Context: an optimization exercise on an open-source flow, tuned for small area. The choices shown serve that exercise and are no tape-out recipe. Function was checked by simulation only, so behaviour that the tests miss may differ from the original.

## config.mk

```make
export PLATFORM = sky130hd
export DESIGN_NAME = ds_block_top
export DESIGN_NICKNAME = ds_block_top
export VERILOG_FILES = /design/flow/design.v
export SDC_FILE = /design/flow/constraint.sdc
export NUM_CORES = 4
export LEC_CHECK = 0
export CAP_MARGIN = 20
export CORE_MARGIN = 2
export CORE_UTILIZATION = 40
export SLEW_MARGIN = 20
```

## design.v

```verilog
`default_nettype none
package ds_pkg;
    localparam int ACT_W = 16;
    localparam int WGT_W = 8;
    localparam int ACC_W = 32;
    localparam int NCH = 2;
    localparam int NOUT = 4;
    localparam int KER = 3;
    localparam int FRAC_BITS = 6;
    typedef logic signed [ACT_W-1:0] act_t;
    typedef logic signed [ACC_W-1:0] acc_t;
    typedef enum logic [1:0] {
        WB_IDLE,
        WB_RUN,
        WB_DRAIN
    } wb_state_t;
    function automatic logic signed [WGT_W-1:0] dw_weight(input int c, input int k);
        dw_weight = WGT_W'(((c * KER * KER + k) * 37) % 15 - 7);
    endfunction
    function automatic logic signed [WGT_W-1:0] pw_weight(input int o, input int c);
        pw_weight = WGT_W'(((o * NCH + c) * 23) % 13 - 6);
    endfunction
    function automatic act_t round_clip(input acc_t acc);
        acc_t shifted;
        shifted = acc >>> FRAC_BITS;
        if (shifted < 0) begin
            round_clip = '0;
        end else if (shifted > 32767) begin
            round_clip = 16'sd32767;
        end else begin
            round_clip = act_t'(shifted);
        end
    endfunction
endpackage
`default_nettype wire
`timescale 1ns/1ps
`default_nettype none
module window_buffer #(
    parameter int IMG_W  = 6,
    parameter int IMG_H  = 5,
    parameter int STRIDE = 1
) (
    input  wire                                                   clk,
    input  wire                                                   rstn,
    input  wire                                                   pix_valid,
    input  wire  [ds_pkg::NCH*ds_pkg::ACT_W-1:0]                  pix,
    output logic                                                  win_valid,
    output logic [ds_pkg::NCH*ds_pkg::KER*ds_pkg::KER*ds_pkg::ACT_W-1:0] win
);
    localparam int ACT_W = ds_pkg::ACT_W;
    localparam int PIX_W = ds_pkg::NCH * ACT_W;
    localparam int KER   = ds_pkg::KER;
    localparam int WIN_W = ds_pkg::NCH * KER * KER * ACT_W;
    localparam int CW    = $clog2(IMG_W + 1);
    localparam int RW    = $clog2(IMG_H + 2);
    ds_pkg::wb_state_t state;
    logic [CW-1:0]     wr_col;
    logic [RW-1:0]     wr_row;
    logic [PIX_W-1:0]  line0 [IMG_W];
    logic [PIX_W-1:0]  line1 [IMG_W];
    logic [PIX_W-1:0]  sw [KER][KER];
    logic [PIX_W-1:0]  nxt [KER][KER];
    logic [PIX_W-1:0]  wr_pix;
    logic              wr_en;
    logic              last_real;
    logic              last_drain;
    logic [RW-1:0]     cen_row;
    logic [CW-1:0]     cen_col;
    logic              row_ok;
    logic              stride_ok;
    logic              emit;
    logic              top_pad;
    logic              left_pad;
    logic              right_pad;
    logic [WIN_W-1:0]  win_d;
    assign wr_en  = (state == ds_pkg::WB_DRAIN) || pix_valid;
    assign wr_pix = (state == ds_pkg::WB_DRAIN) ? '0 : pix;
    assign last_real  = (wr_row == RW'(IMG_H - 1)) && (wr_col == CW'(IMG_W - 1));
    assign last_drain = (wr_row == RW'(IMG_H + 1)) && (wr_col == '0);
    assign cen_row = (wr_col == '0) ? wr_row - RW'(2) : wr_row - RW'(1);
    assign cen_col = (wr_col == '0) ? CW'(IMG_W - 1) : wr_col - CW'(1);
    assign row_ok  = (wr_col == '0) ? (wr_row >= RW'(2)) : (wr_row != '0);
    assign stride_ok = ((int'(cen_row) % STRIDE) == 0) && ((int'(cen_col) % STRIDE) == 0);
    assign emit      = wr_en && row_ok && stride_ok;
    assign top_pad   = (cen_row == '0);
    assign left_pad  = (wr_col == CW'(1));
    assign right_pad = (wr_col == '0);
    always_comb begin
        for (int r = 0; r < KER; r++) begin
            nxt[r][0] = sw[r][1];
            nxt[r][1] = sw[r][2];
        end
        nxt[0][2] = line1[wr_col];
        nxt[1][2] = line0[wr_col];
        nxt[2][2] = wr_pix;
    end
    always_comb begin
        for (int ch = 0; ch < ds_pkg::NCH; ch++) begin
            for (int r = 0; r < KER; r++) begin
                for (int c = 0; c < KER; c++) begin
                    if ((r == 0 && top_pad) || (c == 0 && left_pad) ||
                        (c == KER - 1 && right_pad)) begin
                        win_d[((ch * KER + r) * KER + c) * ACT_W +: ACT_W] = '0;
                    end else begin
                        win_d[((ch * KER + r) * KER + c) * ACT_W +: ACT_W] =
                            nxt[r][c][ch * ACT_W +: ACT_W];
                    end
                end
            end
        end
    end
    always_ff @(posedge clk or negedge rstn) begin
        if (!rstn) begin
            state  <= ds_pkg::WB_IDLE;
            wr_col <= '0;
            wr_row <= '0;
        end else begin
            case (state)
                ds_pkg::WB_IDLE: begin
                    if (pix_valid) begin
                        state <= ds_pkg::WB_RUN;
                    end
                end
                ds_pkg::WB_RUN: begin
                    if (pix_valid && last_real) begin
                        state <= ds_pkg::WB_DRAIN;
                    end
                end
                default: begin
                    if (last_drain) begin
                        state <= ds_pkg::WB_IDLE;
                    end
                end
            endcase
            if (wr_en) begin
                if (state == ds_pkg::WB_DRAIN && last_drain) begin
                    wr_col <= '0;
                    wr_row <= '0;
                end else if (wr_col == CW'(IMG_W - 1)) begin
                    wr_col <= '0;
                    wr_row <= wr_row + RW'(1);
                end else begin
                    wr_col <= wr_col + CW'(1);
                end
            end
        end
    end
    always_ff @(posedge clk) begin
        if (wr_en) begin
            line1[wr_col] <= line0[wr_col];
            line0[wr_col] <= wr_pix;
        end
    end
    always_ff @(posedge clk or negedge rstn) begin
        if (!rstn) begin
            for (int r = 0; r < KER; r++) begin
                for (int c = 0; c < KER; c++) begin
                    sw[r][c] <= '0;
                end
            end
            win_valid <= 1'b0;
            win       <= '0;
        end else begin
            if (wr_en) begin
                for (int r = 0; r < KER; r++) begin
                    for (int c = 0; c < KER; c++) begin
                        sw[r][c] <= nxt[r][c];
                    end
                end
            end
            win_valid <= emit;
            if (emit) begin
                win <= win_d;
            end
        end
    end
endmodule
`default_nettype wire
`timescale 1ns/1ps
`default_nettype none
module dw_conv (
    input  wire                                                   clk,
    input  wire                                                   rstn,
    input  wire                                                   win_valid,
    input  wire  [ds_pkg::NCH*ds_pkg::KER*ds_pkg::KER*ds_pkg::ACT_W-1:0] win,
    output logic                                                  dw_valid,
    output logic [ds_pkg::NCH*ds_pkg::ACT_W-1:0]                  dw_act
);
    localparam int ACT_W = ds_pkg::ACT_W;
    localparam int NCH   = ds_pkg::NCH;
    localparam int NTAP  = ds_pkg::KER * ds_pkg::KER;
    logic         prod_valid;
    ds_pkg::acc_t prod [NCH][NTAP];
    ds_pkg::acc_t sum [NCH];
    always_ff @(posedge clk or negedge rstn) begin
        if (!rstn) begin
            prod_valid <= 1'b0;
            for (int c = 0; c < NCH; c++) begin
                for (int k = 0; k < NTAP; k++) begin
                    prod[c][k] <= '0;
                end
            end
        end else begin
            prod_valid <= win_valid;
            for (int c = 0; c < NCH; c++) begin
                for (int k = 0; k < NTAP; k++) begin
                    prod[c][k] <= ds_pkg::acc_t'($signed(win[(c * NTAP + k) * ACT_W +: ACT_W]))
                                * ds_pkg::acc_t'(ds_pkg::dw_weight(c, k));
                end
            end
        end
    end
    always_comb begin
        for (int c = 0; c < NCH; c++) begin
            sum[c] = '0;
            for (int k = 0; k < NTAP; k++) begin
                sum[c] = sum[c] + prod[c][k];
            end
        end
    end
    always_ff @(posedge clk or negedge rstn) begin
        if (!rstn) begin
            dw_valid <= 1'b0;
            dw_act   <= '0;
        end else begin
            dw_valid <= prod_valid;
            for (int c = 0; c < NCH; c++) begin
                dw_act[c * ACT_W +: ACT_W] <= ds_pkg::round_clip(sum[c]);
            end
        end
    end
endmodule
`default_nettype wire
`timescale 1ns/1ps
`default_nettype none
module pw_conv (
    input  wire                                    clk,
    input  wire                                    rstn,
    input  wire                                    dw_valid,
    input  wire  [ds_pkg::NCH*ds_pkg::ACT_W-1:0]   dw_act,
    output logic                                   pw_valid,
    output logic [ds_pkg::NOUT*ds_pkg::ACT_W-1:0]  pw_act
);
    localparam int ACT_W = ds_pkg::ACT_W;
    localparam int NCH   = ds_pkg::NCH;
    localparam int NOUT  = ds_pkg::NOUT;
    logic         prod_valid;
    ds_pkg::acc_t prod [NOUT][NCH];
    ds_pkg::acc_t sum [NOUT];
    always_ff @(posedge clk or negedge rstn) begin
        if (!rstn) begin
            prod_valid <= 1'b0;
            for (int o = 0; o < NOUT; o++) begin
                for (int c = 0; c < NCH; c++) begin
                    prod[o][c] <= '0;
                end
            end
        end else begin
            prod_valid <= dw_valid;
            for (int o = 0; o < NOUT; o++) begin
                for (int c = 0; c < NCH; c++) begin
                    prod[o][c] <= ds_pkg::acc_t'($signed(dw_act[c * ACT_W +: ACT_W]))
                                * ds_pkg::acc_t'(ds_pkg::pw_weight(o, c));
                end
            end
        end
    end
    always_comb begin
        for (int o = 0; o < NOUT; o++) begin
            sum[o] = '0;
            for (int c = 0; c < NCH; c++) begin
                sum[o] = sum[o] + prod[o][c];
            end
        end
    end
    always_ff @(posedge clk or negedge rstn) begin
        if (!rstn) begin
            pw_valid <= 1'b0;
            pw_act   <= '0;
        end else begin
            pw_valid <= prod_valid;
            for (int o = 0; o < NOUT; o++) begin
                pw_act[o * ACT_W +: ACT_W] <= ds_pkg::round_clip(sum[o]);
            end
        end
    end
endmodule
`default_nettype wire
`timescale 1ns/1ps
`default_nettype none
module ds_block_top #(
    parameter int IMG_W  = 6,
    parameter int IMG_H  = 5,
    parameter int STRIDE = 1
) (
    input  wire                                    clk,
    input  wire                                    rstn,
    input  wire                                    in_valid,
    input  wire  [ds_pkg::NCH*ds_pkg::ACT_W-1:0]   in_pix,
    output logic                                   out_valid,
    output logic [ds_pkg::NOUT*ds_pkg::ACT_W-1:0]  out_pix
);
    localparam int PIX_W = ds_pkg::NCH * ds_pkg::ACT_W;
    localparam int WIN_W = PIX_W * ds_pkg::KER * ds_pkg::KER;
    localparam int OUT_W = ds_pkg::NOUT * ds_pkg::ACT_W;
    logic             pix_valid;
    logic [PIX_W-1:0] pix;
    logic             win_valid;
    logic [WIN_W-1:0] win;
    logic             dw_valid;
    logic [PIX_W-1:0] dw_act;
    logic             pw_valid;
    logic [OUT_W-1:0] pw_act;
    always_ff @(posedge clk or negedge rstn) begin
        if (!rstn) begin
            pix_valid <= 1'b0;
            pix       <= '0;
        end else begin
            pix_valid <= in_valid;
            pix       <= in_pix;
        end
    end
    window_buffer #(
        .IMG_W  (IMG_W),
        .IMG_H  (IMG_H),
        .STRIDE (STRIDE)
    ) u_window_buffer (
        .clk       (clk),
        .rstn      (rstn),
        .pix_valid (pix_valid),
        .pix       (pix),
        .win_valid (win_valid),
        .win       (win)
    );
    dw_conv u_dw_conv (
        .clk       (clk),
        .rstn      (rstn),
        .win_valid (win_valid),
        .win       (win),
        .dw_valid  (dw_valid),
        .dw_act    (dw_act)
    );
    pw_conv u_pw_conv (
        .clk      (clk),
        .rstn     (rstn),
        .dw_valid (dw_valid),
        .dw_act   (dw_act),
        .pw_valid (pw_valid),
        .pw_act   (pw_act)
    );
    always_ff @(posedge clk or negedge rstn) begin
        if (!rstn) begin
            out_valid <= 1'b0;
            out_pix   <= '0;
        end else begin
            out_valid <= pw_valid;
            out_pix   <= pw_act;
        end
    end
endmodule
`default_nettype wire
```

## constraint.sdc

```tcl
create_clock -name core_clock -period 8.0 [get_ports {clk}]
set_input_delay 1.6000 -clock core_clock [delete_from_list [all_inputs] [get_ports {clk}]]
set_output_delay 1.6000 -clock core_clock [all_outputs]
set_load 0.01 [all_outputs]
```

## run.sh

```bash
#!/bin/bash
# synth_recipe.tcl (not shown) runs the flow's synth.tcl, then flattens the netlist and writes it again
# the make line also repeats each setting of config.mk as NAME=value (left out here)
make -C /OpenROAD-flow-scripts/flow DESIGN_CONFIG=/design/flow/config.mk WORK_HOME=/design/flow/orfs CLKGATE_MAP_FILE= SYNTH_SCRIPT=/design/flow/synth_recipe.tcl finish
```

==> flow_metrics.tcl <==
set metrics [dict create \
    yosysWarnings 10 \
    period_share_pct 80.6 \
    hold_viol_final 0 \
    critPathCaptureType "register" \
    finalNetCount 8059 \
    clock_skew_ps 43.2 \
    synth-seq-area-share_pct 50.0 \
    synth_area_per_cell_sq_um 11.4 \
    start_kind "register" \
    postLayoutCoreUtil_pct 45.2 \
    numClockSinks 1493 \
    groute.usage.overall_pct 17.9 \
    crit_chain "fa_1 > inv_1 > fa_1 > inv_1 > fa_1 > inv_1 > fa_1 > inv_1 > ha_1 > a21o_1 > a21o_1 > a21oi_1 > o21ai_0 > a21o_1 > a31oi_1 > mux2i_1 > nand3b_1 > a2111oi_4 > a21oi_1" \
    outcome "no timing/DRC/antenna violations" \
    max_freq_mhz 155 \
    maxCapViolations 0 \
    instances_no_fill 9768 \
    synth.distinct_cells 82 \
    drc 0 \
    cp.required_ps 8630 \
    synth_flop_cell "dfrtp_1" \
    tightest_slew_ps 1240 \
    clk_pin_slew_ps 60 \
    io_buffers 99 \
    wirelength_mm 174 \
    antenna_found_initial 2 \
    rows 162 \
    cp.arrival_ps 7070 \
    yosysMostFrequentCell "dfrtp_1" \
    numCtsBuffers 161 \
    postCtsSetupBuffers 0 \
    cts_tree "built" \
    start_util_pct 40.3 \
    core_sq_um 195000 \
    rsz0062_at_grt "no" \
    min_path_type "register to register" \
    cts_root_buf "clkbuf_16" \
    hpwl_mm 126 \
    max_stage_delay_ps 800 \
    async_flop_share_pct 74.3 \
    fp.dieH_microns 447 \
    grt_pass1_wl_mm 280 \
    final_layout_size_suffix_gt1_share_pct 6.25 \
    vias 47936 \
    drv_slew 0 \
    drt_pass1_iterations 5 \
    cts-htree-levels 4 \
    drtAntennaViolNets 0 \
    relSlewSlack_pct 16.2 \
    dpl.cell_count 9464 \
    ys_top_cells_by_count "dfrtp_1 (1109), inv_1 (1104), nand2_1 (776), ha_1 (639), edfxtp_1 (384)" \
    wl_per_cell_microns 17.8 \
    ios 100 \
    n_fill_cell 17920 \
    drtIter0Drc 2764 \
    synth_area_sq_um 78500 \
    grt_pass1_vias 49667 \
    ys_seq_elements 1493 \
    area_delta_synth_final_pct 12.3 \
    crit_family "adder cells" \
    gp_congestion 0.851 \
    hold_buffers 0 \
    overflow 0 \
    cts_resized 0 \
    syn_inst 6863 \
    worstPathMaxFanout 15 \
    finalSetupViolCount 0 \
    die-area_sq_um 200000 \
    die_width_microns 447 \
    crit_buf_inv 4 \
    viasPerCell 4.91 \
    crit_type "register to register" \
    synth.top_cell.area_share_pct 35.3 \
    post-synth-top-area-cell "dfrtp_1" \
    synth_edf_count 384 \
    grt_max_degree 177 \
    cts_buffer_depth 3 \
    clock_latency_ps 810 \
    slowest_stage "a2111oi_4" \
    finalSetupTns_ps 0 \
    period_needed_ps 6450 \
    synth_area_leaders "dfrtp_1 (35%), edfxtp_1 (15%), ha_1 (10%)" \
]
==> cell families after synthesis <==
family	after synthesis	share of synthesized area, %
AO/OA/AOI/OAI	1059	8.40
XOR/XNOR	350	3.90
adder cells (fa/ha/maj)	1020	19.9
buffers and inverters	1296	6.24
flip-flops	1493	50.0
multiplexers	171	3.21
other	1	0.00477
AND/OR/NAND/NOR	1473	8.34
==> layout by cell type, fill, tap and decap left out, types with 14 or more instances in the layout <==
master,instances
a211oi_1,37
a21o_1,87
a21oi_1,268
a22o_1,51
a31oi_1,32
and2_1,61
and3_1,20
buf_4,57
clkbuf_1,40
clkbuf_16,164
clkbuf_8,25
clkdlybuf4s50_1,98
clkinv_1,14
clkinv_2,22
dfrtp_1,1105
edfxtp_1,384
fa_1,381
ha_1,639
inv_1,1104
mux2i_1,102
mux4_2,64
nand2_1,774
nand2b_1,24
nand3_1,119
nand4_1,22
nor2_1,215
nor2b_1,34
nor3_1,89
nor3b_1,15
nor4_1,17
o21a_1,40
o21ai_0,337
o21bai_1,50
o22ai_1,36
or2_2,17
or3_1,25
xnor2_1,235
xor2_1,115
==> final timing paths <==
path	cells after the start	endpoint	from	slack, ps
max	19	u_dw_conv.dw_act[23]	u_dw_conv.prod[17][30]	1550
min	0	u_pw_conv.pw_valid	u_pw_conv.prod_valid	340
min in group asynchronous	1	u_dw_conv.prod[9][29]	rstn	870
max reg2reg	19	u_dw_conv.dw_act[23]	u_dw_conv.prod[17][30]	1550
min reg2reg	0	u_pw_conv.pw_valid	u_pw_conv.prod_valid	340
max in group asynchronous	3	u_window_buffer.win[88]	rstn	5220
==> registers in the layout (all words and copies together), names as in the netlist <==
register                   flops
u_dw_conv.prod               337
u_window_buffer.win          256
u_window_buffer.line0        192
u_window_buffer.line1        192
u_window_buffer.sw           192
u_pw_conv.prod               117
out_pix                       64
u_pw_conv.pw_act              64
pix                           32
u_dw_conv.dw_act              32
u_window_buffer.wr_col         3
u_window_buffer.wr_row         3
u_window_buffer.state          2
out_valid                      1
pix_valid                      1
u_dw_conv.dw_valid             1
u_dw_conv.prod_valid           1
u_pw_conv.prod_valid           1
u_pw_conv.pw_valid             1
u_window_buffer.win_valid      1
==> cell type report <==
| class | count | area (sq um) | share of cell area, % |
|---|---|---|---|
| inverter | 1106 | 4160 | 4.71 |
| clock inverter | 70 | 823 | 0.934 |
| sequential | 1493 | 39300 | 44.6 |
| timing repair buffer | 161 | 1520 | 1.72 |
| antenna | 4 | 10.0 | 0.0114 |
| tap | 2624 | 3280 | 3.72 |
| clock buffer | 229 | 4600 | 5.21 |
| multi-input combinational | 4081 | 34500 | 39.1 |
==> through the flow <==
step / cell area, sq um / setup slack, ps / hold WS (ps)
floorplan: 78600 / 1780 / 331
global placement: 82700 / 1650 / 333
detailed placement: 82700 / 1520 / 335
CTS: 88200 / 1490 / 347
global route: 88200 / 1040 / 347
finish: 88200 / 1550 / 341
==> routing by layer <==
metal	wire (microns)	global-route usage (%)
met4	3270	4.18
met1	84000	25.8
met3	6210	2.26
met5	0	0
met2	80300	28.7

-- static timing again, ports no longer ideal --
The results above use ideal ports. As a check the final layout listed here was re-extracted and re-timed, cells and wires unchanged.
Step 1 (the two cells are an assumption about what drives the block):
set clk [get_ports {clk}]
set_driving_cell -lib_cell sky130_fd_sc_hd__clkbuf_16 $clk
set_driving_cell -lib_cell sky130_fd_sc_hd__buf_2 [delete_from_list [all_inputs] $clk]
Step 2 also shifts input and output timing later by t, the mid clock arrival at the registers, as if the neighbouring blocks saw the same clock.
a / b / c = ideal / step 1 / step 2; a / b = the first two.
t, ns: 0.869
slack for setup (ns): 1.553 / 1.553 / 1.553
hold slack, ns: 0.341 / 0.341 / 0.341
worst setup path at the end: register to register
After both steps this run still meets setup and hold. The setup slack of this run moves by 0.000 ns with the drivers and by 0.000 ns with both steps.
